Source: an optimization exercise on an open RTL-to-GDS flow (aim: small area and a short achievable clock period). Production flows keep margins and buffers that such runs may drop.
RTL that was checked went through simulation tests only; none was proved equivalent to the original.
The RTL of run 9 was laid out without a check of its function.

==> design/flow/design.v <==
package md_unit_pkg;
  localparam logic [2:0] MD_MULT  = 3'd0;
  localparam logic [2:0] MD_MULTU = 3'd1;
  localparam logic [2:0] MD_DIV   = 3'd2;
  localparam logic [2:0] MD_DIVU  = 3'd3;
  localparam logic [2:0] MD_MTHI  = 3'd4;
  localparam logic [2:0] MD_MTLO  = 3'd5;
endpackage
import md_unit_pkg::*;
module md_unit (
  input  logic        clk,
  input  logic        reset,
  input  logic        start,
  input  logic [2:0]  md_op,
  input  logic        we_hilo,
  input  logic [31:0] a,
  input  logic [31:0] b,
  output logic        busy,
  output logic [31:0] hi,
  output logic [31:0] lo
);
  logic        busy_q;
  logic        busy_o_q;   
  logic [3:0]  cnt_q;
  logic        div_q, sgn_q, negq_q, negr_q, bh_q;
  logic [31:0] m_q;      
  logic [32:0] acc_q;    
  logic [31:0] p_q;      
  logic [31:0] hi_q, lo_q;
  wire first    = (cnt_q == 4'd0);
  wire mul_last = (cnt_q == 4'd4);
  wire div_last = (cnt_q == 4'd9);
  wire div_fix  = div_q & div_last;    
  function automatic logic [35:0] add35(input logic [34:0] x, input logic [34:0] y, input logic ci);
    logic [34:0] gb, pb, s;
    logic [9:0] g, p;
    logic c, gg, pp;
    for (int i = 0; i < 35; i++) begin gb[i] = x[i] & y[i]; pb[i] = x[i] ^ y[i]; end
    g[0] = ci; p[0] = 1'b0;
    for (int k = 0; k < 9; k++) begin
      gg = 1'b0; pp = 1'b1;
      for (int i = k*4; i < k*4+4 && i < 35; i++) begin gg = gb[i] | (pb[i] & gg); pp = pp & pb[i]; end
      g[k+1] = gg; p[k+1] = pp;
    end
    for (int l = 0; l < 4; l++)
      for (int i = (1 << (l+1)) - 1; i <= 9; i += (1 << (l+1))) begin
        g[i] = g[i] | (p[i] & g[i - (1 << l)]);
        p[i] = p[i] & p[i - (1 << l)];
      end
    for (int l = 2; l >= 0; l--)
      for (int i = 3 * (1 << l) - 1; i <= 9; i += (1 << (l+1))) begin
        g[i] = g[i] | (p[i] & g[i - (1 << l)]);
        p[i] = p[i] & p[i - (1 << l)];
      end
    for (int k = 0; k < 9; k++) begin
      c = g[k];
      for (int i = k*4; i < k*4+4 && i < 35; i++) begin s[i] = pb[i] ^ c; c = gb[i] | (pb[i] & c); end
    end
    add35 = {g[9], s};
  endfunction
  wire        msx  = sgn_q & m_q[31];
  wire        dneg = msx;                               
  wire [35:0] mx   = {msx, msx, msx, m_q, 1'b0};        
  wire [8:0]  mb   = mul_last ? {{8{sgn_q & bh_q}}, bh_q} : {p_q[7:0], bh_q};
  logic [34:0] xs [0:3];
  logic [34:0] ss [0:3];
  logic        sub [0:3];    
  assign xs[0]  = (div_q & !div_last) ? {acc_q[32], acc_q, p_q[31]} : {{2{acc_q[32]}}, acc_q};
  assign sub[0] = !acc_q[32];
  for (genvar i = 0; i < 4; i++) begin : g_st
    wire bm1 = mb[2*i];
    wire b0  = mb[2*i+1];
    wire b1  = mb[2*i+2];
    logic one, two, neg;
    if (i == 0) begin : g_sel0
      assign one = div_fix ? acc_q[32] : (div_q | (b0 ^ bm1));
      assign two = !div_q & ((b1 & !b0 & !bm1) | (!b1 & b0 & bm1));
      assign neg = div_fix ? (acc_q[32] & dneg) : div_q ? (sub[0] ^ dneg) : b1;
    end else begin : g_sel
      assign one = div_q | (b0 ^ bm1);
      assign two = !div_q & ((b1 & !b0 & !bm1) | (!b1 & b0 & bm1));
      assign neg = div_q ? (sub[i] ^ dneg) : b1;
    end
    wire [34:0] pp;
    for (genvar j = 0; j < 35; j++) begin : g_pp
      assign pp[j] = ((one & mx[j+1]) | (two & mx[j])) ^ neg;
    end
    wire [35:0] sm = add35(xs[i], pp, neg);
    assign ss[i] = sm[34:0];
    if (i < 3) begin : g_nx
      assign sub[i+1] = !ss[i][34];
      assign xs[i+1]  = div_q ? {ss[i][32], ss[i][32:0], p_q[30-i]} : {{2{ss[i][34]}}, ss[i][34:2]};
    end
  end
  function automatic logic [31:0] cneg(input logic [31:0] v, input logic en);
    logic [31:0] o;
    logic        any;
    any = 1'b0;
    for (int k = 0; k < 32; k++) begin
      o[k] = v[k] ^ (en & any);
      any  = any | v[k];
    end
    cneg = o;
  endfunction
  wire [31:0] n1 = cneg(p_q, first ? (sgn_q & p_q[31]) : (div_q & negq_q));
  wire [31:0] n2 = cneg(ss[0][31:0], div_q & negr_q);
  wire op_end = busy_q && (div_q ? div_last : mul_last);
  wire res_wr = op_end && (!div_q || m_q != 32'd0);
  always_ff @(posedge clk or negedge reset) begin
    if (!reset) begin
      busy_q   <= 1'b0;
      busy_o_q <= 1'b0;
      hi_q     <= '0;
      lo_q     <= '0;
    end else begin
      if (!busy_q && start && !md_op[2]) busy_q <= 1'b1;
      else if (op_end) busy_q <= 1'b0;
      busy_o_q <= busy_q ? !op_end : (start && !md_op[2]);
      if (!busy_q && !start && we_hilo && md_op == MD_MTHI) hi_q <= a;
      else if (res_wr) hi_q <= n2;
      if (!busy_q && !start && we_hilo && md_op == MD_MTLO) lo_q <= a;
      else if (res_wr) lo_q <= n1;
    end
  end
  always_ff @(posedge clk) begin
    if (!busy_q) begin
      cnt_q <= '0;
      div_q <= md_op[1];
      sgn_q <= !md_op[0];
      bh_q  <= 1'b0;
      m_q   <= b;
      p_q   <= a;
      acc_q <= '0;
    end else begin
      cnt_q <= cnt_q + 4'd1;
      if (!div_q) begin
        acc_q <= ss[3][34:2];
        p_q   <= {ss[3][1:0], ss[2][1:0], ss[1][1:0], ss[0][1:0], p_q[31:8]};
        bh_q  <= p_q[7];
      end else if (first) begin
        p_q    <= n1;
        negq_q <= sgn_q & (p_q[31] ^ m_q[31]);
        negr_q <= sgn_q & p_q[31];
      end else begin
        acc_q <= ss[3][32:0];
        p_q   <= {p_q[27:0], !ss[0][34], !ss[1][34], !ss[2][34], !ss[3][34]};
      end
    end
  end
  assign busy = busy_o_q;
  assign hi   = hi_q;
  assign lo   = lo_q;
endmodule
==> design/flow/flow/run.sh <==
#!/bin/bash
set -o pipefail
cp standard.sh out/standard.sh.txt 2>/dev/null
export BUFFER_PORTS_ARGS="-buffer_cell sky130_fd_sc_hd__buf_2"
bash standard.sh > standard.log 2>&1
==> design/flow/standard.sh <==
#!/bin/bash
# synth_recipe.tcl (not shown) runs the flow's synth.tcl, then flattens the netlist and writes it again
# the make line also repeats each setting of config.mk as NAME=value (left out here)
make -C /OpenROAD-flow-scripts/flow DESIGN_CONFIG=/design/flow/config.mk WORK_HOME=/design/flow/orfs CLKGATE_MAP_FILE= SYNTH_SCRIPT=/design/flow/synth_recipe.tcl "${@:-finish}"
==> design/flow/config.mk <==
export PLATFORM = sky130hd
export DESIGN_NAME = md_unit
export DESIGN_NICKNAME = md_unit
export VERILOG_FILES = /design/flow/design.v
export SDC_FILE = /design/flow/constraint.sdc
export NUM_CORES = 4
export LEC_CHECK = 0
export CAP_MARGIN = 20
export CORE_MARGIN = 2
export CORE_UTILIZATION = 65
export PLACE_DENSITY = 0.75
export SLEW_MARGIN = 20
==> design/flow/constraint.sdc <==
create_clock -name core_clock -period 100.0 [get_ports {clk}]
set_input_delay 20.0000 -clock core_clock [delete_from_list [all_inputs] [get_ports {clk}]]
set_output_delay 20.0000 -clock core_clock [all_outputs]
set_load 0.01 [all_outputs]
==> impl_metrics.toml, run 1 <==
[sta]
skew_ns = 0.0208
worst_pin_slew_ns = 1.06
period_share = 0.216
report.final.slew_viol_count = 0
rsz0062_at_grt = "false"
relSlewSlack = 0.293
fin_hold_ws_ns = 0.468
timing.fmax_mhz = 46.3
setup_violations = 0
hold_viol_final = 0
fin_crit_ns = 21.60
setup_tns_ns = 0

[global_route]
grt_pass1_wl_um = 93800
overflow = 0
grtUsageTotal = 0.398
grt_max_degree = 85
antenna_found_initial = 0
first_global_vias = 16900

[clock_network]
cts-root-buf = "clkbuf_16"
htree_levels = 4
cts_made_buffers = 17
cts_tree = "built"
max-clock-path-buffers = 2
cts_setup_buffers = 0
clk_latency_ns = 0.47
cts.clk_slew.worst_paths_ns = 0.07
clock_sinks = 172
cts_resized = 0
ctsHoldBuffers = 0

[placed_design]
hpwlAfterDp_um = 43700
dpl_cell_area_sq_um = 19500
port-buffer-count = 135
gp_congestion = 1.01

[floorplanning]
die_w_um = 174
die_area_sq_um = 30100
num_rows = 62
initial_core_util = 0.657
core_sq_um = 28500
die_y_um = 174
ios = 136

[finish]
drive_above_1_share = 0.122
final_common_cell = "xnor2_1"
multi_input_area_sq_um = 13400
antenna_cells = 0
mostFrequentLayoutCells = "174 x xnor2_1, 158 x nor2_1, 155 x a22oi_1"
fillCellCount = 2379
final_area_sq_um = 20100
final_nets = 2480
area_growth_pct = 7.41
register_area_sq_um = 4140

[routing]
ant_nets = 0
drc = 0
initialDrtViolationCount = 1683
wirelength_um = 58900
vias = 17000
dr.pass1.iters = 6
routed_via_density = 6.60
avgRoutedWirePerCell_um = 22.9

[logic_synthesis]
yosysWarnings = 4
netlist_area_sq_um = 18700
synth_nets = 2465
ys_async_sr_fraction = 0.384
synth_edf_count = 37
syn_inst = 2162
synth_top_area_cell = "fa_1"
yosysTopAreaCellShare = 0.107
synth.distinct_cells = 80
yosysSeqAreaShare = 0.222
netlist_top_cells_area = "fa_1 11%, dfrtp_1 8.8%, ha_1 8.8%"
yosys_register_bits = 172
syn_avg_cell_area_sq_um = 8.65
synth_flop_cell = "dfxtp_1"

[setup_path]
critPathKind = "in -> reg"
critical_path.max_fanout = 33
cp-end-kind = "register"
worstPathArrival_ns = 21.88
r2r_slack_ns = 79.75
critPathLaunchType = "input port"
reg2regPathDepth = 69
r2r-end = "acc_q[31]"
crit_slowest_cell = "or4_1"
cp.required_ns = 100.28
worstPathCellList = "buf_2, or4_1, nor2_2, buf_4, nor2_4, a22oi_1, o21ai_0"
worstReg2RegStart = "div_q"
max_stage_delay_ns = 0.64

[hold_path]
holdPathEnd = "cnt_q[0]"
min_path_type = "reg -> reg"
hold_depth = 1
hold_start = "cnt_q[0]"

[flow_run]
drv_cap = 0

[status]
status = "finished clean"
-- worst max path at each step --
stage | start | endpoint | slack, ns | depth (start not counted)
after global routing | start | hi_q[5] | 78.32 | 7
after detailed placement | start | hi_q[13] | 77.92 | 7
after global placement | start | hi_q[0] | 77.96 | 6
final | start | hi_q[5] | 78.40 | 7
after CTS | start | hi_q[5] | 78.32 | 7
after floorplan | start | lo_q[21] | 78.51 | 5
-- sequential cells by signal, summed over array words and instances, names as in the netlist --
register and flops:
lo_q 32, bh_q 1, cnt_q 4, m_q 32, busy_o_q 1, acc_q 33, p_q 32, hi_q 32
negr_q 1, sgn_q 1, busy_q 1, div_q 1, negq_q 1
-- cell usage after synthesis, drive strengths merged (14+ instances only) --
library cell and number:
xnor2 174, nor2 167, a22oi 155, inv 155, nand2 154, ha 132, o21ai 128, clkbuf 121
a21oi 109, fa 100, xor2 78, mux2i 77, dfxtp 69, dfrtp 66, buf 47, a21o 39
edfxtp 37, mux2 36, a211oi 28, a22o 26, nand3 23, and3 18, nor3 18, a311oi 16
a221o 14
-- routing by layer --
layer / GRT usage / up-vias / share of wire
li1: - / 7663 / -
met1: 0.499 / 8285 / 0.39
met2: 0.646 / 860 / 0.46
met3: 0.0662 / 180 / 0.083
met4: 0.243 / 0 / 0.061
met5: 0 / - / 0
-- per-stage QoR --
stage | std cells | util | setup WS [ns]
6_report | 2574 | 0.705 | 78.40
2_1_floorplan | 2162 | - | 78.51
3_3_place_gp | 2541 | 0.684 | 77.96
4_1_cts | 2573 | 0.705 | 78.32
3_5_place_dp | 2541 | 0.684 | 77.92
5_1_grt | 2574 | 0.705 | 78.32
-- logic make-up (layout without fill, tap and decap cells) --
kind of cell,Yosys count,after routing,share of synthesized area
AOI/OAI and AO/OA,607,607,0.221
xor gates and xnor gates,252,252,0.118
adders and majority gates,232,232,0.195
buffers and inverters,324,352,0.0671
DFF,172,172,0.222
muxes,113,113,0.0629
and+or+nand+nor,462,462,0.114
-- final cells by class --
cell class,instances,share of cell area
Tap cell,384,0.0239
Sequential cell,172,0.206
Inverter,156,0.0293
Clock buffer,20,0.0217
Clock inverter,12,0.00810
Multi-Input combinational cell,1666,0.666
Timing Repair Buffer,164,0.0445
-- critical path: cells and delay by family --
family,cells,cell delay [ns]
simple gates,3,0.98
buf+inv,2,0.45
compound gates,2,0.40
==> run 2: changes to the inputs <==
--- a/design/flow/config.mk
+++ b/design/flow/config.mk
@@ -9,4 +9,3 @@
 export CORE_MARGIN = 2
-export CORE_UTILIZATION = 65
-export PLACE_DENSITY = 0.75
+export CORE_UTILIZATION = 40
 export SLEW_MARGIN = 20
==> run 2 against run 1 <==
Still clean. Routed wire length rose by 7.9%. Maximum frequency is 0.71% higher. Global-route usage shrank 13 points. Synthesized cell count stayed put. Clock skew down 0.0025 ns. Non-clock buffer count decreased by 4. Die area is 61% higher. Final cell count is 8.5% higher. Clock-buffer cell count decreased by 1. Critical path type unchanged. Highest routed layer unchanged.
==> impl_metrics.toml, run 2 <==
[routing]
initialDrtViolationCount = 1378
routed_via_density = 5.96
vias = 16700
drc = 0
ant_nets = 0
wirelength_um = 63500
dr.pass1.iters = 7
avgRoutedWirePerCell_um = 22.7

[global_route]
grt_pass1_wl_um = 96500
first_global_vias = 16000
overflow = 0
grtUsageTotal = 0.263
grt_max_degree = 119
antenna_found_initial = 1

[sta]
report.final.slew_viol_count = 0
timing.fmax_mhz = 46.6
worst_pin_slew_ns = 1.09
setup_tns_ns = 0
hold_viol_final = 0
relSlewSlack = 0.274
setup_violations = 0
skew_ns = 0.0182
rsz0062_at_grt = "false"
period_share = 0.214
fin_crit_ns = 21.44

[setup_path]
r2r-end = "acc_q[31]"
worstPathCellList = "buf_2, or4_1, nor2_2, buf_4, nor2_4, a22oi_1, o21ai_0"
max_stage_delay_ns = 0.60
r2r_slack_ns = 78.84
critPathKind = "in -> reg"
crit_slowest_cell = "or4_1"
worstPathArrival_ns = 21.78
cp-end-kind = "register"
reg2regPathDepth = 70
critical_path.max_fanout = 33
worstReg2RegStart = "m_q[31]"
cp.required_ns = 100.34
critPathLaunchType = "input port"

[logic_synthesis]
syn_avg_cell_area_sq_um = 8.65
synth.distinct_cells = 80
yosysSeqAreaShare = 0.222
ys_async_sr_fraction = 0.384
yosysWarnings = 4
netlist_area_sq_um = 18700
synth_flop_cell = "dfxtp_1"
synth_commonest_cells = "174 x xnor2_1, 166 x nor2_1, 155 x a22oi_1, 155 x inv_1, 153 x nand2_1"
synth_edf_count = 37
netlist_top_cells_area = "fa_1 11%, dfrtp_1 8.8%, ha_1 8.8%"
synth_most_common_cell = "xnor2_1"
synth_nets = 2465
syn_inst = 2162
yosys_register_bits = 172
yosysTopAreaCellShare = 0.107
synth_top_area_cell = "fa_1"

[finish]
drive_above_1_share = 0.122
largest_reg_flops = 33
final_util = 0.439
largest-register = "acc_q"
antenna_cells = 0
mostFrequentLayoutCells = "174 x xnor2_1, 158 x nor2_1, 155 x a22oi_1"
fin_cells = 2793
final_common_cell = "xnor2_1"
area_growth_pct = 8.84
final_nets = 2476

[clock_network]
ctsHoldBuffers = 0
cts-root-buf = "clkbuf_16"
cts_made_buffers = 17
htree_levels = 4
max-clock-path-buffers = 2
cts.clk_slew.worst_paths_ns = 0.07
clock_sinks = 172
cts_setup_buffers = 0
clk_latency_ns = 0.51
cts_tree = "built"
cts_resized = 0

[floorplanning]
die_w_um = 220
die_y_um = 220
core_sq_um = 46400
ios = 136
die_area_sq_um = 48500
initial_core_util = 0.403
num_rows = 79

[placed_design]
dp_cells = 2761
gp_congestion = 0.930
port-buffer-count = 135
hpwlAfterDp_um = 47200

[hold_path]
hold_depth = 1
holdPathEnd = "cnt_q[0]"
min_path_type = "reg -> reg"
hold_start = "cnt_q[0]"

[flow_run]
drv_cap = 0

[status]
status = "finished clean"
## run 2: area by class of cell
cell class,count,area (sq um)
Tap cell,607,759
Clock inverter,13,140
Timing Repair Buffer,160,876
Inverter,156,588
Multi-Input combinational cell,1666,13400
Clock buffer,19,464
Sequential cell,172,4140
Fill cell,4567,26000
## run 2: metal layers
metal | share of wire | global-route usage
met1 | 0.43 | 0.346
met2 | 0.46 | 0.424
met5 | 0 | 0
met4 | 0.036 | 0.106
met3 | 0.074 | 0.0531
## run 2: through the flow
stage	hold WS [ns]	instance area, sq um	setup slack (ns)
6_report	0.476	20300	78.56
5_1_grt	0.504	20300	77.77
4_1_cts	0.481	20300	78.48
3_5_place_dp	0.463	19700	77.93
3_3_place_gp	0.449	19700	78.01
2_1_floorplan	0.430	18700	78.51
## run 2: critical path: cells and delay by family
kind                   cells  cell delay [ns]
and+or+nand+nor            3             0.94
buffers and inverters      2             0.45
AOI/OAI and AO/OA          2             0.36
## run 2: how the worst max path moves through the flow
stage | start | to | cells past startpoint | slack [ns]
after floorplan | start | lo_q[21] | 5 | 78.51
after global placement | start | hi_q[0] | 6 | 78.01
after detailed placement | start | hi_q[8] | 7 | 77.93
after CTS | start | hi_q[11] | 7 | 78.48
after global routing | m_q[31] | acc_q[31] | 70 | 77.77
final | start | hi_q[8] | 7 | 78.56
## run 2: cell families (layout without fill, tap and decap cells)
logic type      after synthesis  count (layout)  share of synthesized area
flops                       172             172                      0.222
buf+inv                     324             348                     0.0671
compound gates              607             607                      0.221
fa+ha+maj                   232             232                      0.195
simple gates                462             462                      0.114
xor+xnor                    252             252                      0.118
mux                         113             113                     0.0629
==> run 3: changes to the inputs <==
--- a/design/flow/config.mk
+++ b/design/flow/config.mk
@@ -10,2 +10,3 @@
 export CORE_UTILIZATION = 40
+export CTS_BUF_LIST = sky130_fd_sc_hd__clkbuf_8
 export SLEW_MARGIN = 20
==> run 3 against run 2 <==
Final cell count did not move. Maximum frequency up 0.38%. First-iteration DRC count is the same. Die area is the same. Clock-buffer cell count shrank 1.
==> impl_metrics.toml, run 3 <==
[clock_network]
clock_sinks = 172
ctsHoldBuffers = 0
clk_latency_ns = 0.58
htree_levels = 4
cts.clk_slew.worst_paths_ns = 0.10
cts-root-buf = "clkbuf_8"
cts_setup_buffers = 0
cts_tree = "built"
cts_made_buffers = 17
max-clock-path-buffers = 2
cts_resized = 0

[routing]
dr.pass1.iters = 6
wl_met2_um = 29000
avgRoutedWirePerCell_um = 22.7
wl_met3_um = 4500
drc = 0
vias = 16600
initialDrtViolationCount = 1378
routedLengthMet1_um = 27400
highest_layer = "met4"
ant_nets = 0
routed_via_density = 5.94
wirelength_um = 63400

[logic_synthesis]
netlist_area_sq_um = 18700
synth_commonest_cells = "174 x xnor2_1, 166 x nor2_1, 155 x a22oi_1, 155 x inv_1, 153 x nand2_1"
synth_nets = 2465
yosysTopAreaCellShare = 0.107
synth_most_common_cell = "xnor2_1"
syn_avg_cell_area_sq_um = 8.65
ys_async_sr_fraction = 0.384
yosysSeqAreaShare = 0.222
synth_flop_cell = "dfxtp_1"
synth_top_area_cell = "fa_1"
yosysWarnings = 4
synth.distinct_cells = 80
yosys_register_bits = 172
netlist_top_cells_area = "fa_1 11%, dfrtp_1 8.8%, ha_1 8.8%"
synth_edf_count = 37
syn_inst = 2162

[setup_path]
critical_path.max_fanout = 33
cp_top_family = "simple AND/OR/NAND/NOR gates"
cp_num_buf_inv = 2
worstPathCellList = "buf_2, or4_1, nor2_2, buf_4, nor2_4, a22oi_1, o21ai_0"
max_stage_delay_ns = 0.60
cp.required_ns = 100.42
critPathKind = "in -> reg"
critPathLaunchType = "input port"
cp-end-kind = "register"
crit_slowest_cell = "or4_1"
worstPathArrival_ns = 21.78

[hold_path]
min_path_type = "reg -> reg"

[floorplanning]
die_y_um = 220
initial_core_util = 0.403
num_rows = 79
die_area_sq_um = 48500
die_w_um = 220
ios = 136
core_sq_um = 46400

[placed_design]
port-buffer-count = 135
dp_cells = 2761
hpwlAfterDp_um = 47200
gp_congestion = 0.930
dpl_cell_area_sq_um = 19700

[global_route]
antenna_found_initial = 0
grtUsageTotal = 0.263
grt_pass1_wl_um = 96300
overflow = 0
first_global_vias = 16000
grt_max_degree = 119

[finish]
drive_above_1_share = 0.122
fin_cells = 2793
antenna_cells = 0
largest-register = "acc_q"
mostFrequentLayoutCells = "174 x xnor2_1, 158 x nor2_1, 155 x a22oi_1"
final_util = 0.435
fillCellCount = 4590
area_growth_pct = 7.84
final_common_cell = "xnor2_1"
final_nets = 2476
final_area_sq_um = 20200
largest_reg_flops = 33

[sta]
timing.fmax_mhz = 46.8
relSlewSlack = 0.293
worst_pin_slew_ns = 1.06
rsz0062_at_grt = "false"
report.final.slew_viol_count = 0
fin_crit_ns = 21.36
setup_violations = 0
period_share = 0.214
setup_tns_ns = 0
skew_ns = 0.0317
hold_viol_final = 0

[flow_run]
drv_cap = 0

[status]
status = "finished clean"
[run 3: cell families (layout without fill, tap and decap cells)]
logic type      Yosys count  in the layout  synth area share
compound gates          607            607             0.221
simple gates            462            462             0.114
buf+inv                 324            348            0.0671
xor+xnor                252            252             0.118
fa+ha+maj               232            232             0.195
flops                   172            172             0.222
mux                     113            113            0.0629
[run 3: metal layers]
layer | global-route usage | vias to the layer above
met5 | 0 | -
met4 | 0.115 | 0
met3 | 0.0542 | 117
met2 | 0.418 | 642
met1 | 0.345 | 8174
li1 | - | 7649
[run 3: stage by stage]
| step | hold WS [ns] | setup WS, ns |
|---|---|---|
| 2_1_floorplan | 0.430 | 78.51 |
| 3_3_place_gp | 0.449 | 78.01 |
| 3_5_place_dp | 0.463 | 77.93 |
| 4_1_cts | 0.489 | 78.59 |
| 5_1_grt | 0.513 | 77.76 |
| 6_report | 0.478 | 78.64 |
[run 3: layout make-up]
cell class	count	area [sq um]	share of cell area
sequential	172	4140	0.206
clock inverter	14	170	0.00844
inverter	156	588	0.0292
timing repair buffer	160	876	0.0435
tap	607	759	0.0377
multi-input combinational	1666	13400	0.663
clock buffer	18	248	0.0123
[run 3: worst paths after layout]
| path | from | endpoint | slack (ns) | cells past startpoint |
|---|---|---|---|---|
| setup / recovery | start | hi_q[8] | 78.64 | 7 |
| hold / removal | cnt_q[0] | cnt_q[0] | 0.48 | 1 |
| hold reg to reg | cnt_q[0] | cnt_q[0] | 0.48 | 1 |
| max in group asynchronous | reset | hi_q[13] | 79.84 | 2 |
| setup reg to reg | m_q[31] | acc_q[31] | 78.77 | 70 |
| min in group asynchronous | reset | lo_q[7] | 19.58 | 2 |
==> run 4: changes to the inputs <==
--- a/design/flow/config.mk
+++ b/design/flow/config.mk
@@ -7,2 +7,3 @@
 export LEC_CHECK = 0
+export ABC_AREA = 1
 export CAP_MARGIN = 20
@@ -10,3 +11,2 @@
 export CORE_UTILIZATION = 40
-export CTS_BUF_LIST = sky130_fd_sc_hd__clkbuf_8
 export SLEW_MARGIN = 20
==> run 4 against run 3 <==
Setup slack lost 1.3 ns. Register-to-register slack lost 1.5 ns. Global-route usage grew 0.079 points. Synthesized cell count grew 11%. Flip-flop and latch count is the same. First-iteration DRC count grew 37%. Final cell count grew 9.9%. Clock skew shrank 0.012 ns. Area after synthesis shrank 2.2%. Critical endpoint is now acc_q[31].
==> impl_metrics.toml, run 4 <==
[global_route]
use_met1 = 0.373
grt_max_degree = 90
grt_pass1_wl_um = 94900
top_usage_layer = "met2"
antenna_found_initial = 0
grt_use_met2 = 0.389
overflow = 0
grtUsageTotal = 0.263
grt.met3_usage = 0.0551
first_global_vias = 16400

[clock_network]
cts_setup_buffers = 0
cts_tree = "built"
ctsHoldBuffers = 0
clock_sinks = 172
cts.clk_slew.worst_paths_ns = 0.08
clk_latency_ns = 0.51
cts-root-buf = "clkbuf_16"
cts_resized = 0
htree_levels = 4
cts_made_buffers = 17
max-clock-path-buffers = 2

[hold_path]
min_path_type = "reg -> reg"
hold_start = "cnt_q[0]"
hold_depth = 1

[finish]
final_nets = 2759
final_util = 0.444
antenna_cells = 0
largest-register = "acc_q"
largest_reg_flops = 33
fin_cells = 3069
area_growth_pct = 9.96
final_common_cell = "nand2_1"
drive_above_1_share = 0.105
final_area_sq_um = 20100
mostFrequentLayoutCells = "422 x nand2_1, 382 x inv_1, 210 x xor2_1"

[logic_synthesis]
netlist_top_cells_area = "fa_1 11%, xor2_1 10%, dfrtp_1 9.0%"
ys_async_sr_fraction = 0.384
synth_flop_cell = "dfxtp_1"
netlist_area_sq_um = 18300
synth_edf_count = 37
syn_inst = 2395
synth.distinct_cells = 53
yosysWarnings = 4
synth_most_common_cell = "nand2_1"
yosys_register_bits = 172
synth_nets = 2698
synth_commonest_cells = "423 x nand2_1, 382 x inv_1, 210 x xor2_1"
syn_avg_cell_area_sq_um = 7.63
synth_top_area_cell = "fa_1"
yosysSeqAreaShare = 0.227
yosysTopAreaCellShare = 0.110

[setup_path]
critPathLaunch = "div_q"
crit_slowest_cell = "inv_2"
max_stage_delay_ns = 0.70
cp.depth = 112
cp_num_buf_inv = 22
reg2regPathDepth = 112
critical_path.max_fanout = 61
crit_top_cell = "a21oi_1"
cp-end-kind = "register"
r2r_slack_ns = 77.30
cp_top_family = "compound AO/OA/AOI/OAI gates"
worstPathArrival_ns = 23.06
critPathLaunchType = "register"
cp.required_ns = 100.36
critPathKind = "reg -> reg"
worstReg2RegStart = "div_q"

[placed_design]
gp_congestion = 0.948
place_ws_ns = 77.39
port-buffer-count = 135
dpl_cell_area_sq_um = 19500
dp_cells = 3037
hpwlAfterDp_um = 47800

[sta]
fin_ws_ns = 77.30
report.final.slew_viol_count = 0
period_share = 0.227
setup_violations = 0
worst_pin_slew_ns = 1.14
hold_viol_final = 0
fin_crit_ns = 22.70
timing.fmax_mhz = 44.1
relSlewSlack = 0.237
setup_tns_ns = 0
rsz0062_at_grt = "false"
fin_hold_ws_ns = 0.485
skew_ns = 0.0195

[routing]
dr.pass1.iters = 6
initialDrtViolationCount = 1884
wirelength_um = 62200
vias = 17300
avgRoutedWirePerCell_um = 20.3
routed_via_density = 5.63
ant_nets = 0
drc = 0

[floorplanning]
core_sq_um = 45300
ios = 136
die_w_um = 218
die_area_sq_um = 47400
num_rows = 78
initial_core_util = 0.404
die_y_um = 218

[status]
status = "finished clean"

[flow_run]
drv_cap = 0
## run 4: changes by cell type after synthesis, sizes merged, moves of 68 or more
cell and delta:
xnor2 -167, nor2 -81, inv +233, a22oi -137, xor2 +132, o22ai +126, nand2 +274, mux2i -68
## run 4: worst paths after layout
path                                  end
worst min register to register   cnt_q[0]
worst max register to register  acc_q[31]
worst max-delay path            acc_q[31]
worst min-delay path             cnt_q[0]
min in group asynchronous        lo_q[19]
max in group asynchronous        lo_q[10]
## run 4: cell type report
type / instances / area (sq um)
clock buffer: 20 / 458
clock inverter: 12 / 119
fill: 4620 / 25200
inverter: 396 / 1490
multi-input combinational: 1708 / 12300
sequential: 172 / 4140
tap: 600 / 751
timing repair buffer: 161 / 878
## run 4: kinds of logic after synthesis
family / share of synthesized area
XOR/XNOR: 0.104
flip-flops: 0.227
multiplexers: 0.00493
buffers and inverters: 0.106
AND/OR/NAND/NOR: 0.164
AO/OA/AOI/OAI: 0.194
adder cells (fa/ha/maj): 0.200
## run 4: per-layer routing
metal | up-vias | share of wire
li1 | 8145 | -
met1 | 8196 | 0.45
met2 | 831 | 0.42
met3 | 112 | 0.092
met4 | 0 | 0.035
met5 | - | 0
==> run 5: changes to the inputs <==
--- a/design/flow/design.v
+++ b/design/flow/design.v
@@ -108,2 +108,7 @@
   wire res_wr = op_end && (!div_q || m_q != 32'd0);
+  wire        wr_mt = !(busy_q | start | !we_hilo | !md_op[2] | md_op[1]);
+  wire        wr_hi = wr_mt & !md_op[0];
+  wire        wr_lo = wr_mt &  md_op[0];
+  wire [31:0] hi_e  = res_wr ? n2 : hi_q;
+  wire [31:0] lo_e  = res_wr ? n1 : lo_q;
   always_ff @(posedge clk or negedge reset) begin
@@ -118,6 +123,4 @@
       busy_o_q <= busy_q ? !op_end : (start && !md_op[2]);
-      if (!busy_q && !start && we_hilo && md_op == MD_MTHI) hi_q <= a;
-      else if (res_wr) hi_q <= n2;
-      if (!busy_q && !start && we_hilo && md_op == MD_MTLO) lo_q <= a;
-      else if (res_wr) lo_q <= n1;
+      hi_q <= wr_hi ? a : hi_e;
+      lo_q <= wr_lo ? a : lo_e;
     end
--- a/design/flow/config.mk
+++ b/design/flow/config.mk
@@ -7,6 +7,7 @@
 export LEC_CHECK = 0
-export ABC_AREA = 1
 export CAP_MARGIN = 20
 export CORE_MARGIN = 2
-export CORE_UTILIZATION = 40
+export CORE_UTILIZATION = 65
+export CTS_BUF_LIST = sky130_fd_sc_hd__clkbuf_8
+export PLACE_DENSITY = 0.75
 export SLEW_MARGIN = 20
==> run 5 against run 4 <==
First-iteration DRC count decreased by 6.2%. Non-clock buffer count unchanged. Final cell count decreased by 16%. Clock skew about the same. Largest cell class unchanged. Critical path type is now in -> reg. Worst hold slack improved by 0.015 ns.
==> impl_metrics.toml, run 5 <==
[status]
status = "finished clean"

[logic_synthesis]
yosys_register_bits = 172
ys_async_sr_fraction = 0.384
syn_avg_cell_area_sq_um = 8.61
yosysWarnings = 4
yosysTopAreaCellShare = 0.107
netlist_top_cells_area = "fa_1 11%, dfrtp_1 8.8%, ha_1 8.8%"
synth_nets = 2477
syn_inst = 2174
synth_top_area_cell = "fa_1"
synth_edf_count = 37
netlist_area_sq_um = 18700
synth_commonest_cells = "163 x inv_1, 156 x nor2_1, 155 x a22oi_1"
yosysSeqAreaShare = 0.221
synth_most_common_cell = "inv_1"
synth.distinct_cells = 74
synth_flop_cell = "dfxtp_1"

[sta]
setup_violations = 0
fin_crit_ns = 21.12
setup_tns_ns = 0
relSlewSlack = 0.319
timing.fmax_mhz = 47.3
report.final.slew_viol_count = 0
hold_viol_final = 0
worst_pin_slew_ns = 1.02
skew_ns = 0.0193
period_share = 0.211
rsz0062_at_grt = "false"

[finish]
largest_reg_flops = 33
final_nets = 2486
largest-register = "acc_q"
mostFrequentLayoutCells = "161 x inv_1, 155 x a22oi_1, 151 x nor2_1"
area_growth_pct = 6.46
drive_above_1_share = 0.122
antenna_cells = 0
final_common_cell = "inv_1"
final_util = 0.698
fin_cells = 2580

[global_route]
grtUsageTotal = 0.388
first_global_vias = 17000
overflow = 0
grt_pass1_wl_um = 92600
antenna_found_initial = 0
grt_max_degree = 178

[floorplanning]
die_area_sq_um = 30200
num_rows = 62
die_w_um = 174
core_sq_um = 28500
ios = 136
initial_core_util = 0.656
die_y_um = 174

[placed_design]
gp_congestion = 0.946
port-buffer-count = 135
dp_cells = 2547
hpwlAfterDp_um = 42400

[routing]
initialDrtViolationCount = 1768
routed_via_density = 6.59
ant_nets = 0
drc = 0
vias = 17000
wirelength_um = 57800
dr.pass1.iters = 9
avgRoutedWirePerCell_um = 22.4

[clock_network]
cts-root-buf = "clkbuf_8"
clock_sinks = 172
htree_levels = 4
clk_latency_ns = 0.51
cts.clk_slew.worst_paths_ns = 0.11
cts_tree = "built"
max-clock-path-buffers = 2
cts_resized = 0
cts_made_buffers = 17
ctsHoldBuffers = 0
cts_setup_buffers = 0

[setup_path]
worstPathArrival_ns = 21.53
critical_path.max_fanout = 32
cp.required_ns = 100.41
cp-end-kind = "register"
critPathKind = "in -> reg"
critPathLaunchType = "input port"

[hold_path]
min_path_type = "reg -> reg"

[flow_run]
drv_cap = 0
run 5: cell types whose count changed after synthesis, sizes merged, moves of 47 or more:
cell / previous run / this run
inv: 388 / 163
a21o: 0 / 47
a22oi: 18 / 155
xor2: 210 / 118
o22ai: 134 / 2
nor2: 86 / 156
mux2i: 9 / 78
o21ai: 194 / 142
nand2: 428 / 146
xnor2: 7 / 133
run 5: area by class of cell:
class                   instances  area, sq um
clock inverters                13          153
fillers                      2371         8620
flip-flops and latches        172         4150
clock buffers                  19          262
multi-input cells            1668        13400
inverters                     163          614
well taps                     384          480
repair buffers                161          891
run 5: path summary, 6_finish.rpt:
path	end	cells after the start	startpoint	slack, ns
max	lo_q[29]	6	start	78.88
min	acc_q[24]	2	acc_q[24]	0.50
max reg2reg	acc_q[31]	70	cnt_q[0]	80.01
min reg2reg	acc_q[24]	2	acc_q[24]	0.50
max in group asynchronous	busy_q	2	reset	79.76
min in group asynchronous	hi_q[5]	2	reset	19.67
run 5: worst max-delay path, cell delays in order:
cell and delay [ns]:
buf_2 0.11, nor3b_1 0.23, and3_1 0.28, and2_2 0.59
a22oi_1 0.20, o21ai_0 0.11
run 5: per-stage QoR:
step | area [sq um] | worst slack (ns) | hold WS [ns]
floorplan | 18700 | 78.76 | 0.430
global placement | 19500 | 78.04 | 0.451
detailed placement | 19500 | 77.95 | 0.485
CTS | 19900 | 78.50 | 0.502
global route | 19900 | 78.73 | 0.535
finish | 19900 | 78.88 | 0.501
run 5: metal layers:
| layer | vias up | track usage | wire (um) |
|---|---|---|---|
| met5 | - | 0 | 0 |
| met4 | 0 | 0.181 | 2930 |
| met3 | 196 | 0.0643 | 4910 |
| met2 | 952 | 0.638 | 26600 |
| met1 | 8169 | 0.501 | 23400 |
| li1 | 7693 | - | - |
run 5: cell families after synthesis:
group	synth area share
AO/OA/AOI/OAI	0.223
XOR/XNOR	0.118
adder cells (fa/ha/maj)	0.195
buffers and inverters	0.0679
flip-flops	0.221
multiplexers	0.0646
AND/OR/NAND/NOR	0.110
==> run 6: changes to the inputs <==
--- a/design/flow/config.mk
+++ b/design/flow/config.mk
@@ -10,3 +10,2 @@
 export CORE_UTILIZATION = 65
-export CTS_BUF_LIST = sky130_fd_sc_hd__clkbuf_8
 export PLACE_DENSITY = 0.75
==> run 6 against run 5 <==
Register-to-register slack barely moved. Worst hold slack got worse by 0.0058 ns. Routed wire length rose by 0.68%. Final cell count did not move. Global-route usage rose by 0.22 points. Maximum frequency fell by 0.27%. Critical path depth did not move. Synthesized cell count did not move. Core utilization rose by 0.65 points. Critical path type unchanged.
==> impl_metrics.toml, run 6 <==
[clock_network]
clock_sinks = 172
clk_latency_ns = 0.46
max-clock-path-buffers = 2
cts-root-buf = "clkbuf_16"
ctsHoldBuffers = 0
cts_made_buffers = 17
cts_resized = 0
htree_levels = 4
cts.clk_slew.worst_paths_ns = 0.08
cts_setup_buffers = 0
cts_tree = "built"

[setup_path]
cp_num_buf_inv = 1
reg2regPathDepth = 70
cp.depth = 6
max_stage_delay_ns = 0.59
critPathKind = "in -> reg"
crit_slowest_cell = "and2_2"
cp.required_ns = 100.36
cp_top_family = "simple AND/OR/NAND/NOR gates"
cp-end-kind = "register"
worstPathCellList = "buf_2, nor3b_1, and3_1, and2_2, a22oi_1, o21ai_0"
worstPathArrival_ns = 21.54
critical_path.max_fanout = 32
critPathLaunchType = "input port"

[routing]
wirelength_um = 58200
vias = 16900
initialDrtViolationCount = 1737
routed_via_density = 6.56
ant_nets = 0
drc = 0
dr.pass1.iters = 6
avgRoutedWirePerCell_um = 22.6

[placed_design]
hpwlAfterDp_um = 42400
port-buffer-count = 135
dp_cells = 2547
dpl_cell_area_sq_um = 19500
place_ws_ns = 77.95
gp_congestion = 0.946

[logic_synthesis]
synth_top_area_cell = "fa_1"
yosysWarnings = 4
synth.distinct_cells = 74
synth_commonest_cells = "163 x inv_1, 156 x nor2_1, 155 x a22oi_1"
ys_async_sr_fraction = 0.384
yosys_register_bits = 172
syn_inst = 2174
synth_flop_cell = "dfxtp_1"
netlist_top_cells_area = "fa_1 11%, dfrtp_1 8.8%, ha_1 8.8%"
netlist_area_sq_um = 18700
synth_nets = 2477
yosysSeqAreaShare = 0.221
syn_avg_cell_area_sq_um = 8.61
synth_edf_count = 37
synth_most_common_cell = "inv_1"
yosysTopAreaCellShare = 0.107

[sta]
skew_ns = 0.0141
timing.fmax_mhz = 47.2
rsz0062_at_grt = "false"
worst_pin_slew_ns = 1.05
period_share = 0.212
setup_violations = 0
relSlewSlack = 0.298
hold_viol_final = 0
fin_crit_ns = 21.18
setup_tns_ns = 0
fin_ws_ns = 78.82
report.final.slew_viol_count = 0

[status]
status = "finished clean"

[hold_path]
min_path_type = "reg -> reg"
hold_depth = 2

[floorplanning]
die_w_um = 174
num_rows = 62
ios = 136
initial_core_util = 0.656
core_sq_um = 28500
die_area_sq_um = 30200
die_y_um = 174

[flow_run]
drv_cap = 0

[finish]
final_util = 0.705
largest_reg_flops = 33
area_growth_pct = 7.46
largest-register = "acc_q"
antenna_cells = 0
drive_above_1_share = 0.122
final_area_sq_um = 20100
final_nets = 2486
fin_cells = 2580
final_common_cell = "inv_1"
mostFrequentLayoutCells = "161 x inv_1, 155 x a22oi_1, 151 x nor2_1"
fillCellCount = 2359

[global_route]
grtUsageTotal = 0.390
grt_max_degree = 178
grt_pass1_wl_um = 93000
first_global_vias = 17200
antenna_found_initial = 0
overflow = 0
==> run 6: cell counts after synthesis <==
Identical to the previous run, type by type.
==> run 6: layout make-up <==
| class | instances | area (sq um) | area share |
|---|---|---|---|
| Clock inverter | 12 | 123 | 0.00610 |
| Timing Repair Buffer | 161 | 891 | 0.0443 |
| Tap cell | 384 | 480 | 0.0239 |
| Sequential cell | 172 | 4150 | 0.206 |
| Inverter | 163 | 614 | 0.0305 |
| Multi-Input combinational cell | 1668 | 13400 | 0.665 |
| Clock buffer | 20 | 478 | 0.0238 |
==> run 6: cell families after synthesis <==
| group | share of synthesized area |
|---|---|
| xor gates and xnor gates | 0.118 |
| buffers and inverters | 0.0679 |
| AOI/OAI and AO/OA | 0.223 |
| DFF | 0.221 |
| muxes | 0.0646 |
| adders and majority gates | 0.195 |
| and+or+nand+nor | 0.110 |
==> run 6: path summary, 6_finish.rpt <==
check                           from         to  slack [ns]
min reg2reg                acc_q[24]  acc_q[24]        0.49
max in group asynchronous      reset     busy_q       79.69
max                            start   lo_q[16]       78.82
max reg2reg                 cnt_q[0]  acc_q[31]       80.01
min                        acc_q[24]  acc_q[24]        0.49
min in group asynchronous      reset    lo_q[3]       19.73
==> run 6: per-stage QoR <==
stage | hold WS (ns)
after floorplan | 0.430
after global placement | 0.451
after detailed placement | 0.485
after CTS | 0.496
after global routing | 0.531
final | 0.495
==> run 6: worst reg2reg max path, delay by kind of cell (launching register included) <==
kind,cells,cell delay (ns)
AO/OA/AOI/OAI,25,6.92
multiplexers,2,0.32
XOR/XNOR,5,1.18
AND/OR/NAND/NOR,18,4.66
adder cells (fa/ha/maj),14,5.20
buffers and inverters,6,1.17
flip-flops,1,0.42
==> run 6: per-layer routing <==
| metal | GRT usage | vias up | part of all wire |
|---|---|---|---|
| met2 | 0.637 | 908 | 0.46 |
| li1 | - | 7699 | - |
| met4 | 0.196 | 0 | 0.053 |
| met1 | 0.502 | 8122 | 0.40 |
| met3 | 0.0645 | 190 | 0.085 |
| met5 | 0 | - | 0 |
==> run 7: changes to the inputs <==
==> design/flow/flow/run.sh (replaced) <==
#!/bin/bash
set -o pipefail
export BUFFER_PORTS_ARGS="-buffer_cell sky130_fd_sc_hd__buf_2"
export CTS_ARGS="-sink_clustering_enable -repair_clock_nets -root_buf sky130_fd_sc_hd__clkbuf_16 -buf_list sky130_fd_sc_hd__clkbuf_8 -dont_use_dummy_load"
bash standard.sh > standard.log 2>&1
--- a/design/flow/config.mk
+++ b/design/flow/config.mk
@@ -11,2 +11,2 @@
 export PLACE_DENSITY = 0.75
-export SLEW_MARGIN = 20
+export SLEW_MARGIN = 80
==> run 7 against run 6 <==
First-iteration DRC count up 20%. Routed wire length up 5.7%. Worst hold slack worse by 0.018 ns. Global-route usage up 1.1 points. Via count up 6.1%. Flip-flop and latch count unchanged.
==> impl_metrics.toml, run 7 <==
[sta]
timing.fmax_mhz = 47.6
period_share = 0.210
setup_tns_ns = 0
worst_pin_slew_ns = 0.360
fin_crit_ns = 21.02
relSlewSlack = 0.759
skew_ns = 0.0285
setup_violations = 0
report.final.slew_viol_count = 0
rsz0062_at_grt = "false"
hold_viol_final = 0

[clock_network]
htree_levels = 4
cts_tree = "built"
cts.clk_slew.worst_paths_ns = 0.09
cts_resized = 0
cts_made_buffers = 17
ctsHoldBuffers = 0
max-clock-path-buffers = 2
cts-root-buf = "clkbuf_16"
clock_sinks = 172
cts_setup_buffers = 0
clk_latency_ns = 0.41

[routing]
avgRoutedWirePerCell_um = 22.8
initialDrtViolationCount = 2079
routed_via_density = 6.64
wl_met3_um = 5340
highest_layer = "met4"
ant_nets = 0
vias = 17900
drc = 0
routedLengthMet1_um = 24000
dr.pass1.iters = 7
wl_met2_um = 29000
wirelength_um = 61600

[global_route]
grt_max_degree = 38
antenna_found_initial = 0
grt_pass1_wl_um = 96200
overflow = 0
grtUsageTotal = 0.401
first_global_vias = 17800

[setup_path]
worstReg2RegStart = "cnt_q[0]"
critPathLaunchType = "input port"
cp.required_ns = 100.33
max_stage_delay_ns = 0.29
worstPathCellList = "buf_2, nor3b_1, and3_1, and2_4, buf_6, a22oi_1, o21ai_0"
worstPathArrival_ns = 21.35
critical_path.max_fanout = 17
r2r_slack_ns = 80.75
critPathKind = "in -> reg"
reg2regPathDepth = 83
crit_slowest_cell = "and2_4"
r2r-end = "acc_q[31]"
cp-end-kind = "register"

[hold_path]
hold_start = "cnt_q[0]"
hold_depth = 1
min_path_type = "reg -> reg"
holdPathEnd = "cnt_q[0]"

[logic_synthesis]
synth_mux_area_frac = 0.0646
synth_top_area_cell = "fa_1"
synth_edf_count = 37
synth_top_family_by_area = "compound AO/OA/AOI/OAI gates"
synth_xor_xnor_area_share = 0.118
syn_inst = 2174
ys_async_sr_fraction = 0.384
yosysWarnings = 4
syn_avg_cell_area_sq_um = 8.61
synth_compound_area_frac = 0.223
synth_most_common_cell = "inv_1"
synth-simple-area-share = 0.110
yosysSeqAreaShare = 0.221
synth.distinct_cells = 74
netlist_top_cells_area = "fa_1 11%, dfrtp_1 8.8%, ha_1 8.8%"
yosysTopAreaCellShare = 0.107
synth_flop_cell = "dfxtp_1"
synth_nets = 2477
yosys_register_bits = 172
synth-adder-area-share = 0.195
netlist_area_sq_um = 18700
synth_commonest_cells = "163 x inv_1, 156 x nor2_1, 155 x a22oi_1"

[floorplanning]
die_w_um = 174
ios = 136
num_rows = 62
die_y_um = 174
core_sq_um = 28500
initial_core_util = 0.656
die_area_sq_um = 30200

[finish]
largest_reg_flops = 33
fin_cells = 2703
fillCellCount = 2041
antenna_cells = 0
drive_above_1_share = 0.233
mostFrequentLayoutCells = "171 x buf_2, 161 x inv_1, 155 x a22oi_1"
final_common_cell = "buf_2"
largest-register = "acc_q"
area_growth_pct = 19.3
final_nets = 2624

[placed_design]
dp_cells = 2672
hpwlAfterDp_um = 47200
port-buffer-count = 135
gp_congestion = 0.946

[status]
status = "finished clean"

[flow_run]
drv_cap = 0
==> run 7: cell types whose count changed in the layout (fill, tap and decap cells not counted), moves of 18 or more <==
cell and delta:
clkdlybuf4s18_2 +28, buf_4 -18, fa_2 +19, mux2i_2 +19, dfxtp_1 -20, xnor2_1 -40, mux2i_1 -22, dfxtp_2 +18
buf_2 +36, xnor2_2 +39, fa_1 -19, clkbuf_8 +20
==> run 7: cells by family (layout without fill, tap and decap cells) <==
kind of cell,count (synthesis),count (layout)
AOI/OAI and AO/OA,619,619
buffers and inverters,334,479
DFF,172,172
and+or+nand+nor,450,450
adders and majority gates,232,232
xor gates and xnor gates,251,251
muxes,116,116
==> run 7: worst max path at each step <==
stage	start	endpoint	slack, ns	cells past startpoint
CTS	start	hi_q[14]	79.01	7
global placement	start	lo_q[17]	78.04	6
finish	start	lo_q[16]	78.98	7
global route	start	lo_q[16]	78.86	7
detailed placement	start	lo_q[28]	78.57	7
floorplan	we_hilo	lo_q[2]	78.76	6
==> run 7: critical path, delay by kind of cell <==
kind,cells,cell delay [ns]
AND/OR/NAND/NOR,3,0.81
buffers and inverters,2,0.32
AO/OA/AOI/OAI,2,0.21
==> run 7: per-layer routing <==
layer,global-route usage,vias to the layer above
li1,-,7947
met1,0.514,8706
met2,0.664,1068
met3,0.0594,226
met4,0.202,0
met5,0,-
==> run 7: area by class of cell <==
type                    count  area [sq um]  share of cell area
clock buffers              17           245              0.0110
inverters                 163           637              0.0285
multi-input cells        1668         14400               0.646
flip-flops and latches    172          4180               0.187
well taps                 384           480              0.0215
repair buffers            299          2360               0.106
==> run 7: metrics by stage <==
stage / hold slack (ns) / setup slack (ns) / util / area [sq um]
after global placement: 0.451 / 78.04 / 0.683 / 19500
after CTS: 0.478 / 79.01 / 0.759 / 21700
after global routing: 0.521 / 78.86 / 0.782 / 22300
final: 0.477 / 78.98 / 0.782 / 22300
after detailed placement: 0.462 / 78.57 / 0.751 / 21400
after floorplan: 0.430 / 78.76 / - / 18700
==> run 8: changes to the inputs <==
--- a/design/flow/config.mk
+++ b/design/flow/config.mk
@@ -11,2 +11,2 @@
 export PLACE_DENSITY = 0.75
-export SLEW_MARGIN = 80
+export SLEW_MARGIN = 20
==> run 8 against run 7 <==
Critical path type unchanged. Critical path depth fell by 1. Register-to-register slack lost 0.69 ns. Global-route usage down 1.4 points. Die area did not move. Maximum frequency down 0.96%. First-iteration DRC count shrank 16%. Area after synthesis stayed put. Via count down 5.5%.
==> impl_metrics.toml, run 8 <==
[global_route]
grt_max_degree = 178
overflow = 0
grtUsageTotal = 0.387
grt_pass1_wl_um = 92400
antenna_found_initial = 0
first_global_vias = 17000

[routing]
ant_nets = 0
avgRoutedWirePerCell_um = 22.5
wl_met2_um = 26800
wirelength_um = 57700
drc = 0
wl_met3_um = 5070
dr.pass1.iters = 6
routedLengthMet1_um = 23200
routed_via_density = 6.61
initialDrtViolationCount = 1745
highest_layer = "met4"
vias = 17000

[flow_run]
drv_cap = 0

[finish]
register_area_sq_um = 4150
largest-register = "acc_q"
fillCellCount = 2407
antenna_cells = 0
final_nets = 2486
final_common_cell = "inv_1"
largest_reg_flops = 33
fin_cells = 2565
multi_input_area_sq_um = 13400
mostFrequentLayoutCells = "161 x inv_1, 155 x a22oi_1, 151 x nor2_1"
drive_above_1_share = 0.116
area_growth_pct = 5.56

[hold_path]
holdPathEnd = "acc_q[24]"
hold_depth = 2
hold_start = "acc_q[24]"
min_path_type = "reg -> reg"

[setup_path]
r2r-end = "acc_q[31]"
max_stage_delay_ns = 0.60
critical_path.max_fanout = 32
cp.required_ns = 100.31
reg2regPathDepth = 70
crit_slowest_cell = "and2_2"
critPathKind = "in -> reg"
critPathLaunchType = "input port"
cp-end-kind = "register"
r2r_slack_ns = 80.06
worstPathArrival_ns = 21.53
worstPathCellList = "buf_2, nor3b_1, and3_1, and2_2, a22oi_1, o21ai_0"
worstReg2RegStart = "cnt_q[0]"

[placed_design]
port-buffer-count = 135
gp_congestion = 0.946
hpwlAfterDp_um = 42400
dp_cells = 2547

[sta]
setup_tns_ns = 0
hold_viol_final = 0
relSlewSlack = 0.314
rsz0062_at_grt = "false"
skew_ns = 0.0300
setup_violations = 0
fin_crit_ns = 21.22
timing.fmax_mhz = 47.1
report.final.slew_viol_count = 0
worst_pin_slew_ns = 1.03
period_share = 0.212

[logic_synthesis]
syn_avg_cell_area_sq_um = 8.61
yosys_register_bits = 172
netlist_top_cells_area = "fa_1 11%, dfrtp_1 8.8%, ha_1 8.8%"
synth_nets = 2477
netlist_area_sq_um = 18700
yosysTopAreaCellShare = 0.107
synth_flop_cell = "dfxtp_1"
yosysSeqAreaShare = 0.221
synth_most_common_cell = "inv_1"
syn_inst = 2174
ys_async_sr_fraction = 0.384
synth_edf_count = 37
synth.distinct_cells = 74
yosysWarnings = 4
synth_top_area_cell = "fa_1"
synth_commonest_cells = "163 x inv_1, 156 x nor2_1, 155 x a22oi_1"

[clock_network]
cts_setup_buffers = 0
htree_levels = 4
max-clock-path-buffers = 2
cts_resized = 0
clk_latency_ns = 0.41
cts.clk_slew.worst_paths_ns = 0.09
clock_sinks = 172
ctsHoldBuffers = 0
cts_tree = "built"
cts-root-buf = "clkbuf_16"
cts_made_buffers = 17

[floorplanning]
die_w_um = 174
initial_core_util = 0.656
die_y_um = 174
num_rows = 62
core_sq_um = 28500
ios = 136
die_area_sq_um = 30200

[status]
status = "finished clean"
==> run 8: area by class of cell <==
cell class | instances | area share
Multi-Input combinational cell | 1668 | 0.677
Timing Repair Buffer | 161 | 0.0451
Clock buffer | 17 | 0.0124
Inverter | 163 | 0.0311
Tap cell | 384 | 0.0243
Sequential cell | 172 | 0.210
==> run 8: layer usage <==
layer	up-vias	global-route usage
li1	7685	-
met1	8172	0.500
met2	920	0.636
met3	176	0.0721
met4	0	0.171
met5	-	0
==> run 8: worst max-delay path, delay by kind of cell <==
kind | cells | cell delay (ns)
AND/OR/NAND/NOR | 3 | 1.10
AO/OA/AOI/OAI | 2 | 0.30
buffers and inverters | 1 | 0.11
==> run 8: worst max path at each step <==
| stage | start | end | slack (ns) | cells after the start |
|---|---|---|---|---|
| global placement | start | lo_q[17] | 78.04 | 6 |
| floorplan | we_hilo | lo_q[2] | 78.76 | 6 |
| finish | start | lo_q[16] | 78.78 | 6 |
| CTS | start | lo_q[16] | 78.38 | 6 |
| detailed placement | start | lo_q[16] | 77.95 | 6 |
| global route | start | lo_q[16] | 78.62 | 6 |
==> run 8: kinds of logic (layout without fill, tap and decap cells) <==
family / count (synthesis) / in the layout / share of synthesized area
AOI/OAI and AO/OA: 619 / 619 / 0.223
and+or+nand+nor: 450 / 450 / 0.110
buffers and inverters: 334 / 341 / 0.0679
xor gates and xnor gates: 251 / 251 / 0.118
adders and majority gates: 232 / 232 / 0.195
DFF: 172 / 172 / 0.221
muxes: 116 / 116 / 0.0646
==> run 8: stage by stage <==
step / hold WS, ns / area (sq um) / worst slack (ns) / utilization
global placement: 0.451 / 19500 / 78.04 / 0.683
detailed placement: 0.485 / 19500 / 77.95 / 0.683
global route: 0.532 / 19800 / 78.62 / 0.692
CTS: 0.497 / 19700 / 78.38 / 0.692
finish: 0.497 / 19800 / 78.78 / 0.692
floorplan: 0.430 / 18700 / 78.76 / -
==> run 9: changes to the inputs <==
--- a/design/flow/design.v
+++ b/design/flow/design.v
@@ -24,3 +24,3 @@
   logic [3:0]  cnt_q;
-  logic        div_q, sgn_q, negq_q, negr_q, bh_q;
+  logic        div_q, sgn_q, negr_q, bh_q;
   logic [31:0] m_q;      
@@ -29,6 +29,5 @@
   logic [31:0] hi_q, lo_q;
-  wire first    = (cnt_q == 4'd0);
-  wire mul_last = (cnt_q == 4'd4);
-  wire div_last = (cnt_q == 4'd9);
-  wire div_fix  = div_q & div_last;    
+  logic first_q;    
+  logic last_q;     
+  wire  div_fix = div_q & last_q;    
   function automatic logic [35:0] add35(input logic [34:0] x, input logic [34:0] y, input logic ci);
@@ -63,3 +62,3 @@
   wire [35:0] mx   = {msx, msx, msx, m_q, 1'b0};        
-  wire [8:0]  mb   = mul_last ? {{8{sgn_q & bh_q}}, bh_q} : {p_q[7:0], bh_q};
+  wire [8:0]  mb   = last_q ? {{8{sgn_q & bh_q}}, bh_q} : {p_q[7:0], bh_q};
   logic [34:0] xs [0:3];
@@ -67,3 +66,3 @@
   logic        sub [0:3];    
-  assign xs[0]  = (div_q & !div_last) ? {acc_q[32], acc_q, p_q[31]} : {{2{acc_q[32]}}, acc_q};
+  assign xs[0]  = (div_q & !last_q) ? {acc_q[32], acc_q, p_q[31]} : {{2{acc_q[32]}}, acc_q};
   assign sub[0] = !acc_q[32];
@@ -104,5 +103,6 @@
   endfunction
-  wire [31:0] n1 = cneg(p_q, first ? (sgn_q & p_q[31]) : (div_q & negq_q));
+  wire        negq = negr_q ^ msx;    
+  wire [31:0] n1 = cneg(p_q, first_q ? (sgn_q & p_q[31]) : (div_q & negq));
   wire [31:0] n2 = cneg(ss[0][31:0], div_q & negr_q);
-  wire op_end = busy_q && (div_q ? div_last : mul_last);
+  wire op_end = busy_q && last_q;
   wire res_wr = op_end && (!div_q || m_q != 32'd0);
@@ -128,2 +128,4 @@
   always_ff @(posedge clk) begin
+    first_q <= !busy_q;
+    last_q  <= busy_q && (cnt_q == (div_q ? 4'd8 : 4'd3));
     if (!busy_q) begin
@@ -142,5 +144,4 @@
         bh_q  <= p_q[7];
-      end else if (first) begin
+      end else if (first_q) begin
         p_q    <= n1;
-        negq_q <= sgn_q & (p_q[31] ^ m_q[31]);
         negr_q <= sgn_q & p_q[31];
==> run 9 against run 8 <==
Still clean on timing, DRC and antenna. Final cell count shrank 2.7%. Core utilization increased by 1.1 points. Setup slack lost 0.33 ns. Flip-flop and latch count rose by 1. First-iteration DRC count shrank 0.11%.
==> impl_metrics.toml, run 9 <==
[placed_design]
hpwlAfterDp_um = 40300
port-buffer-count = 135
dpl_cell_area_sq_um = 19400
dp_cells = 2478
gp_congestion = 0.959

[setup_path]
r2r_slack_ns = 78.74
critPathLaunch = "start"
worstPathCellList = "buf_2, nor3b_1, and3_1, and2_2, nor2_2, buf_4, a22oi_1, o21ai_0"
r2r-end = "acc_q[31]"
max_stage_delay_ns = 0.58
crit_slowest_cell = "and2_2"
critPathKind = "in -> reg"
worstPathArrival_ns = 21.84
reg2regPathDepth = 73
critPathLaunchType = "input port"
critical_path.max_fanout = 32
worstReg2RegStart = "sgn_q"
cp-end-kind = "register"
cp.required_ns = 100.29

[logic_synthesis]
yosys_register_bits = 173
synth.distinct_cells = 76
yosysWarnings = 4
syn_avg_cell_area_sq_um = 8.83
synth_top_area_cell = "fa_1"
synth_edf_count = 36
yosysTopAreaCellShare = 0.108
netlist_area_sq_um = 18600
synth_flop_cell = "dfxtp_1"
synth_commonest_cells = "186 x xnor2_1, 168 x inv_1, 141 x a22oi_1"
syn_inst = 2103
yosysSeqAreaShare = 0.224
netlist_top_cells_area = "fa_1 11%, dfrtp_1 8.9%, xnor2_1 8.8%"
ys_async_sr_fraction = 0.382
synth_nets = 2404
synth_most_common_cell = "xnor2_1"

[clock_network]
max-clock-path-buffers = 2
htree_levels = 4
cts_tree = "built"
cts_resized = 0
cts-root-buf = "clkbuf_16"
clock_sinks = 173
cts_setup_buffers = 0
ctsHoldBuffers = 0
cts.clk_slew.worst_paths_ns = 0.10
clk_latency_ns = 0.43
cts_made_buffers = 17

[sta]
period_share = 0.216
hold_viol_final = 0
setup_tns_ns = 0
worst_pin_slew_ns = 1.11
setup_violations = 0
timing.fmax_mhz = 46.4
skew_ns = 0.0384
relSlewSlack = 0.257
rsz0062_at_grt = "false"
report.final.slew_viol_count = 0
fin_crit_ns = 21.56

[hold_path]
hold_start = "lo_q[0]"
hold_depth = 2
min_path_type = "reg -> reg"
holdPathEnd = "lo_q[0]"

[floorplanning]
num_rows = 61
die_y_um = 173
die_area_sq_um = 29900
core_sq_um = 27900
ios = 136
initial_core_util = 0.665
die_w_um = 173

[finish]
final_nets = 2420
final_area_sq_um = 19600
final_common_cell = "xnor2_1"
fin_cells = 2495
area_growth_pct = 5.78
mostFrequentLayoutCells = "186 x xnor2_1, 166 x inv_1, 141 x a22oi_1"
largest-register = "acc_q"
largest_reg_flops = 33
drive_above_1_share = 0.121
antenna_cells = 0

[routing]
dr.pass1.iters = 6
wirelength_um = 54500
ant_nets = 0
routed_via_density = 6.50
drc = 0
vias = 16200
avgRoutedWirePerCell_um = 21.9
initialDrtViolationCount = 1743

[global_route]
grt_pass1_wl_um = 88000
first_global_vias = 16300
overflow = 0
grtUsageTotal = 0.368
antenna_found_initial = 0
grt_max_degree = 112

[flow_run]
drv_cap = 0

[status]
status = "finished clean"
## run 9: cell count changes in the layout (fill, tap and decap cells not counted), moves of 18 or more
cell,before,now
mux2i_1,77,96
a22o_1,26,47
xor2_1,117,66
xnor2_1,133,186
a21oi_1,115,97
nand2_1,146,84
## run 9: worst max-delay path, delay by kind of cell
kind,cells,cell delay [ns]
buffers and inverters,2,0.37
AND/OR/NAND/NOR,4,1.14
AO/OA/AOI/OAI,2,0.30
## run 9: cell type report
cell class	count	area, sq um
clock buffer	17	245
fill	2350	8290
inverter	169	637
multi-input combinational	1593	13200
sequential	173	4160
tap	378	473
timing repair buffer	165	913
## run 9: how the worst max path moves through the flow
stage	to	slack, ns	cells past startpoint
floorplan	hi_q[19]	78.70	8
global placement	lo_q[3]	77.71	7
detailed placement	lo_q[28]	77.61	8
CTS	lo_q[30]	78.05	8
global route	acc_q[31]	77.70	73
finish	lo_q[27]	78.44	8
## run 9: logic make-up (layout without fill, tap and decap cells)
group           count (synthesis)  count (layout)  synth area share
compound gates                614             614             0.223
simple gates                  364             364            0.0955
buf+inv                       337             351            0.0690
xor+xnor                      252             252             0.119
fa+ha+maj                     230             230             0.195
flops                         173             173             0.224
mux                           133             133            0.0742
## run 9: layer usage
metal  global-route usage  part of all wire
met5                    0                 0
met4                0.169             0.041
met2                0.597              0.47
met1                0.485              0.42
met3               0.0567             0.075
## run 9: stage by stage
stage	utilization	hold WS, ns	worst slack (ns)
5_1_grt	0.703	0.499	77.70
6_report	0.703	0.475	78.44
3_5_place_dp	0.694	0.460	77.61
3_3_place_gp	0.694	0.449	77.71
4_1_cts	0.703	0.482	78.05
2_1_floorplan	-	0.426	78.70

## separate check: timing with driven ports
In the flow no input, the clock included, has a driving cell. The finished layouts below were timed again as built, in two steps. Step 1, drivers: a clkbuf_16 drives clk and a buf_2 each remaining input, both assumed. Step 2 times the ports against the registers' clock, not the clock port: input delays grow and output delays shrink by t, the midpoint of the rising clock arrivals with the driver on. a / b / c = ideal ports / drivers / drivers and shift; a / b = the first two.
run	t (ns)	setup WS [ns]	worst slew at a driven data input, ns
run 1	0.512	78.405 / 78.438 / 77.925	0.04
run 2	0.558	78.557 / 78.591 / 78.033	0.04
run 3	0.622	78.637 / 78.669 / 78.047	0.04
run 4	0.548	77.303 / 77.303 / 77.303	0.03
run 5	0.550	78.880 / 78.883 / 78.357	0.04
run 6	0.505	78.822 / 78.855 / 78.350	0.04
run 7	0.452	78.978 / 78.973 / 78.553	0.05
run 8	0.444	78.775 / 78.806 / 78.362	0.04
run 9	0.468	78.444 / 78.478 / 78.010	0.04
After both steps setup and hold are still met in every run listed. The setup slack of run 3, which loses most, moves by +0.032 ns with the drivers and by -0.590 ns with both steps.
